Context: an optimization exercise on an open-source flow, tuned for small area. The choices shown serve that exercise and are no tape-out recipe. Only simulation tests tie the RTL to the original design; equivalence was not proved.

==> onyx <==
// mips_exec_datapath
module mips_exec_datapath
(
  input  logic        clk,
  input  logic        reset,
  input  logic [4:0]  addr_a,
  input  logic [4:0]  addr_b,
  input  logic [4:0]  write_addr,
  input  logic        write,
  input  logic [31:0] data_in,
  input  logic [5:0]  opcode,
  input  logic [5:0]  rtype_fncode,
  input  logic [4:0]  shamt,
  input  logic        alu_b_sel,
  input  logic [31:0] imm,
  output logic [31:0] a,
  output logic [31:0] b,
  output logic [5:0]  fncode,
  output logic [31:0] alu_out,
  output logic [31:0] register_v0
);
  reg_file u_reg_file (
    .clk(clk), .reset(reset), .addr_a(addr_a), .addr_b(addr_b),
    .write_addr(write_addr), .write(write), .data_in(data_in),
    .a(a), .b(b), .register_v0(register_v0)
  );
  alu_ctrl u_alu_ctrl (.opcode(opcode), .rtype_fncode(rtype_fncode), .fncode(fncode));
  alu u_alu (.fncode(fncode), .op_a(a), .reg_b(b), .imm(imm), .b_sel(alu_b_sel), .shamt(shamt),
             .result(alu_out));
endmodule
==> module alu_pre, before the edit <==
module alu_pre
(
  input  logic [31:0] a,
  input  logic [31:0] rb,
  input  logic [31:0] imm,
  input  logic        bsel,
  input  logic        sub,
  output logic [31:0] ob,
  output logic [31:0] p,
  output logic [31:0] g
);
  logic [31:0] bx;
  assign ob = bsel ? imm : rb;
  assign bx = ob ^ {32{sub}};
  assign p = a ^ bx;
  assign g = a & bx;
endmodule
==> module alu_post, before the edit <==
module alu_post
(
  input  logic [31:0] p,
  input  logic [31:0] g,
  input  logic [31:0] sum,
  input  logic [31:0] sh,
  input  logic        arith,
  input  logic        en_g,
  input  logic        en_p,
  input  logic        en_n,
  input  logic        shr,
  input  logic        shl,
  output logic [31:0] r
);
  always_comb begin
    for (int i = 0; i < 32; i++)
      r[i] = (arith & sum[i]) | (en_g & g[i]) | (en_p & p[i]) | (en_n & ~(p[i] | g[i]))
           | (shr & sh[i]) | (shl & sh[31 - i]);
  end
endmodule
==> module alu_rev, before the edit <==
module alu_rev
(
  input  logic [31:0] d,
  input  logic        rev,
  output logic [31:0] qn
);
  for (genvar i = 0; i < 32; i++) begin : g_bit
    assign qn[i] = ~(rev ? d[31 - i] : d[i]);
  end
endmodule
==> module alu_shr, before the edit <==
module alu_shr
(
  input  logic [31:0] dn,
  input  logic        fill,
  input  logic [4:0]  sa,
  output logic [31:0] q
);
  logic [31:0] s1, s2, s3, s4;
  alu_shr_stage #(.K(1))  u_s0 (.d(dn), .fill(~fill), .s(sa[0]), .qn(s1));
  alu_shr_stage #(.K(2))  u_s1 (.d(s1), .fill(fill),  .s(sa[1]), .qn(s2));
  alu_shr_stage #(.K(4))  u_s2 (.d(s2), .fill(~fill), .s(sa[2]), .qn(s3));
  alu_shr_stage #(.K(8))  u_s3 (.d(s3), .fill(fill),  .s(sa[3]), .qn(s4));
  alu_shr_stage #(.K(16)) u_s4 (.d(s4), .fill(~fill), .s(sa[4]), .qn(q));
endmodule
==> module alu_shr_stage, before the edit <==
module alu_shr_stage #(parameter int K = 1)
(
  input  logic [31:0] d,
  input  logic        fill,
  input  logic        s,
  output logic [31:0] qn
);
  for (genvar i = 0; i < 32; i++) begin : g_bit
    if (i + K < 32) begin : g_in
      assign qn[i] = ~(s ? d[i + K] : d[i]);
    end else begin : g_fill
      assign qn[i] = ~(s ? fill : d[i]);
    end
  end
endmodule
==> module reg_file, before the edit <==
module reg_file (
  input  logic        clk,
  input  logic        reset,
  input  logic [4:0]  addr_a,
  input  logic [4:0]  addr_b,
  input  logic [4:0]  write_addr,
  input  logic        write,
  input  logic [31:0] data_in,
  output logic [31:0] a,
  output logic [31:0] b,
  output logic [31:0] register_v0
);
  logic        ph_q;
  logic [31:0] regs_q [1:31];
  logic [31:0] dp;
  logic [31:0] ma, mb;
  always_ff @(posedge clk) ph_q <= ~reset & ~ph_q;
  assign dp = data_in ^ {32{ph_q}};
  for (genvar i = 1; i < 32; i++) begin : g_reg
    logic we, en, enb;
    assign we  = write && write_addr == 5'(i);
    assign en  = reset | we;
    assign enb = reset | ~we;
    rf_row u_row (.clk(clk), .en(en), .enb(enb), .dp(dp), .q(regs_q[i]));
  end
  logic [31:1] sel_a, sel_b;
  logic [32*31-1:0] flat;
  for (genvar i = 1; i < 32; i++) begin : g_flat
    assign sel_a[i] = addr_a == 5'(i);
    assign sel_b[i] = addr_b == 5'(i);
    assign flat[32*(i-1) +: 32] = regs_q[i];
  end
  rf_read_mux u_mux_a (.sel(sel_a), .d(flat), .m(ma));
  rf_read_mux u_mux_b (.sel(sel_b), .d(flat), .m(mb));
  assign a = ma ^ {32{ph_q & (addr_a != 5'd0)}};
  assign b = mb ^ {32{ph_q & (addr_b != 5'd0)}};
  assign register_v0 = regs_q[2] ^ {32{ph_q}};
endmodule
Settings: LEC_CHECK=0, CAP_MARGIN=20, CORE_MARGIN=2, CORE_UTILIZATION=60, CTS_BUF_LIST=sky130_fd_sc_hd__clkbuf_16, CTS_CLUSTER_DIAMETER=60, CTS_CLUSTER_SIZE=30, PLACE_DENSITY=0.75, SLEW_MARGIN=20, SYNTH_HIERARCHICAL=1; clock period 14.0 ns.
standard.sh (not shown) runs the stock make flow with config.mk's settings and CLKGATE_MAP_FILE= SYNTH_SCRIPT=/design/flow/synth_recipe.tcl, a recipe that flattens the netlist after the stock synthesis.
==> flow/flow/run.sh <==
#!/bin/bash
# Own layout flow: the standard flow (standard synthesis unchanged), except that the
# port buffers that global placement inserts on every input and output use the smallest
# buffer cell instead of the default; repair may still resize them where timing needs it.
set -euo pipefail
bash standard.sh "BUFFER_PORTS_ARGS=-buffer_cell sky130_fd_sc_hd__buf_1" finish > standard_flow.log 2>&1
==> zinc (differences from onyx) <==
--- a/flow/design.v
+++ b/flow/design.v
@@ -90,9 +90,7 @@
   output logic [31:0] g
 );
-  logic [31:0] bx;
-  assign ob = bsel ? imm : rb;
-  assign bx = ob ^ {32{sub}};
-  assign p = a ^ bx;
-  assign g = a & bx;
+  assign ob = (bsel ? imm : rb) ^ {32{sub}};
+  assign p = a ^ ob;
+  assign g = a & ob;
 endmodule
 module alu_post
@@ -110,9 +108,12 @@
   output logic [31:0] r
 );
-  always_comb begin
-    for (int i = 0; i < 32; i++)
-      r[i] = (arith & sum[i]) | (en_g & g[i]) | (en_p & p[i]) | (en_n & ~(p[i] | g[i]))
-           | (shr & sh[i]) | (shl & sh[31 - i]);
-  end
+  logic [31:0] n, sh_rev, y_as, y_lg;
+  assign n = ~(p | g);
+  for (genvar i = 0; i < 32; i++) begin : g_rev
+    assign sh_rev[i] = sh[31 - i];
+  end
+  rf_aoi3 u_as (.s({shl, shr, arith}), .d0(sum), .d1(sh), .d2(sh_rev), .y(y_as));
+  rf_aoi3 u_lg (.s({en_n, en_p, en_g}), .d0(g), .d1(p), .d2(n), .y(y_lg));
+  assign r = ~(y_as & y_lg);
 endmodule
 module alu_rev
@@ -122,7 +123,9 @@
   output logic [31:0] qn
 );
+  logic [31:0] dr;
   for (genvar i = 0; i < 32; i++) begin : g_bit
-    assign qn[i] = ~(rev ? d[31 - i] : d[i]);
+    assign dr[i] = d[31 - i];
   end
+  alu_mux2n u_mux (.d0(d), .d1(dr), .s(rev), .qn(qn));
 endmodule
 module alu_shr
@@ -134,24 +137,21 @@
 );
   logic [31:0] s1, s2, s3, s4;
-  alu_shr_stage #(.K(1))  u_s0 (.d(dn), .fill(~fill), .s(sa[0]), .qn(s1));
-  alu_shr_stage #(.K(2))  u_s1 (.d(s1), .fill(fill),  .s(sa[1]), .qn(s2));
-  alu_shr_stage #(.K(4))  u_s2 (.d(s2), .fill(~fill), .s(sa[2]), .qn(s3));
-  alu_shr_stage #(.K(8))  u_s3 (.d(s3), .fill(fill),  .s(sa[3]), .qn(s4));
-  alu_shr_stage #(.K(16)) u_s4 (.d(s4), .fill(~fill), .s(sa[4]), .qn(q));
+  logic        f0, f1;
+  assign f0 = ~fill;
+  assign f1 = fill;
+  alu_mux2n u_s0 (.d0(dn), .d1({f0, dn[31:1]}),         .s(sa[0]), .qn(s1));
+  alu_mux2n u_s1 (.d0(s1), .d1({{2{f1}}, s1[31:2]}),    .s(sa[1]), .qn(s2));
+  alu_mux2n u_s2 (.d0(s2), .d1({{4{f0}}, s2[31:4]}),    .s(sa[2]), .qn(s3));
+  alu_mux2n u_s3 (.d0(s3), .d1({{8{f1}}, s3[31:8]}),    .s(sa[3]), .qn(s4));
+  alu_mux2n u_s4 (.d0(s4), .d1({{16{f0}}, s4[31:16]}),  .s(sa[4]), .qn(q));
 endmodule
-module alu_shr_stage #(parameter int K = 1)
+module alu_mux2n
 (
-  input  logic [31:0] d,
-  input  logic        fill,
+  input  logic [31:0] d0,
+  input  logic [31:0] d1,
   input  logic        s,
   output logic [31:0] qn
 );
-  for (genvar i = 0; i < 32; i++) begin : g_bit
-    if (i + K < 32) begin : g_in
-      assign qn[i] = ~(s ? d[i + K] : d[i]);
-    end else begin : g_fill
-      assign qn[i] = ~(s ? fill : d[i]);
-    end
-  end
+  assign qn = ~(s ? d1 : d0);
 endmodule
 module alu_adder
@@ -239,7 +239,12 @@
     logic we, en, enb;
     assign we  = write && write_addr == 5'(i);
-    assign en  = reset | we;
-    assign enb = reset | ~we;
-    rf_row u_row (.clk(clk), .en(en), .enb(enb), .dp(dp), .q(regs_q[i]));
+    if (i == 2) begin : g_plain
+      rf_row_plain u_row (.clk(clk), .h(~reset & ~we), .w(~reset & we), .d(data_in),
+                          .q(regs_q[i]));
+    end else begin : g_phase
+      assign en  = reset | we;
+      assign enb = reset | ~we;
+      rf_row u_row (.clk(clk), .en(en), .enb(enb), .dp(dp), .q(regs_q[i]));
+    end
   end
   logic [31:1] sel_a, sel_b;
@@ -252,7 +257,7 @@
   rf_read_mux u_mux_a (.sel(sel_a), .d(flat), .m(ma));
   rf_read_mux u_mux_b (.sel(sel_b), .d(flat), .m(mb));
-  assign a = ma ^ {32{ph_q & (addr_a != 5'd0)}};
-  assign b = mb ^ {32{ph_q & (addr_b != 5'd0)}};
-  assign register_v0 = regs_q[2] ^ {32{ph_q}};
+  assign a = ma ^ {32{ph_q & (addr_a != 5'd0) & (addr_a != 5'd2)}};
+  assign b = mb ^ {32{ph_q & (addr_b != 5'd0) & (addr_b != 5'd2)}};
+  assign register_v0 = regs_q[2];
 endmodule
 module rf_read_mux (
@@ -301,4 +306,13 @@
   always_ff @(posedge clk) q <= ~(({32{en}} | q) & ({32{enb}} | dp));
 endmodule
+module rf_row_plain (
+  input  logic        clk,
+  input  logic        h,
+  input  logic        w,
+  input  logic [31:0] d,
+  output logic [31:0] q
+);
+  always_ff @(posedge clk) q <= (q & {32{h}}) | (d & {32{w}});
+endmodule
 module mips_exec_datapath
 (
CTS_CLUSTER_DIAMETER = 100   (was 60)
CTS_CLUSTER_SIZE = 26   (was 30)
==> flow_summary.toml <==
[yosys]
synthAdderAreaFrac_pct = 1.34
synth_seq_area_share_pct = 43.6

[detailed_routing]
met1_length_mm = 67.8
routed_via_density = 8.31

[floorplanning]
fp.dieW_um = 280

[outcome]
status = "no timing/DRC/antenna violations"

[sta]
fin_crit_sh_pct = 89.4

[cells_and_area]
regMostFlops = "u_reg_file.g.u_row.q"
nets = 4471

[worst_setup_path]
r2r_setup_slack_ns = 10.65

[global_route]
grt_use_met1_pct = 59.2
[end of results for onyx]
==> flow_summary.toml <==
[detailed_routing]
met1_length_mm = 64.8
routed_via_density = 8.61

[worst_setup_path]
r2r_setup_slack_ns = 11.12

[outcome]
status = "no timing/DRC/antenna violations"

[floorplanning]
fp.dieW_um = 279

[yosys]
synth_seq_area_share_pct = 44.0
[end of results for zinc]

## port drivers added, routing unchanged
In the flow no input, the clock included, has a driving cell. The finished layouts below were timed again as built, in two steps.
Step 1, drivers: a clkbuf_16 drives clk and a buf_2 each remaining input, both assumed.
Step 2 adds t to the input delays and takes it off the output delays; t is the mean of the earliest and latest rising clock arrival at the registers after step 1. Input paths then give back, and output paths get back, about the clock's delay inside the block.
a / b / c = ideal / step 1 / step 2; a / b = the first two.
run | t (ns) | setup slack, ns | worst setup path after step 2 | latest minus earliest clock arrival (ns) | slew at the worst register clock pin (ns)
onyx | 0.774 | 1.486 / 1.402 / 1.402 | input to output | 0.057 / 0.058 | 0.12 / 0.12
zinc | 0.692 | 1.303 / 1.194 / 1.194 | input to output | 0.024 / 0.024 | 0.11 / 0.11
After both steps setup and hold are still met in every run listed. For zinc, which loses most, drivers alone change the setup slack by -0.109 ns; drivers and shift together by -0.109 ns.
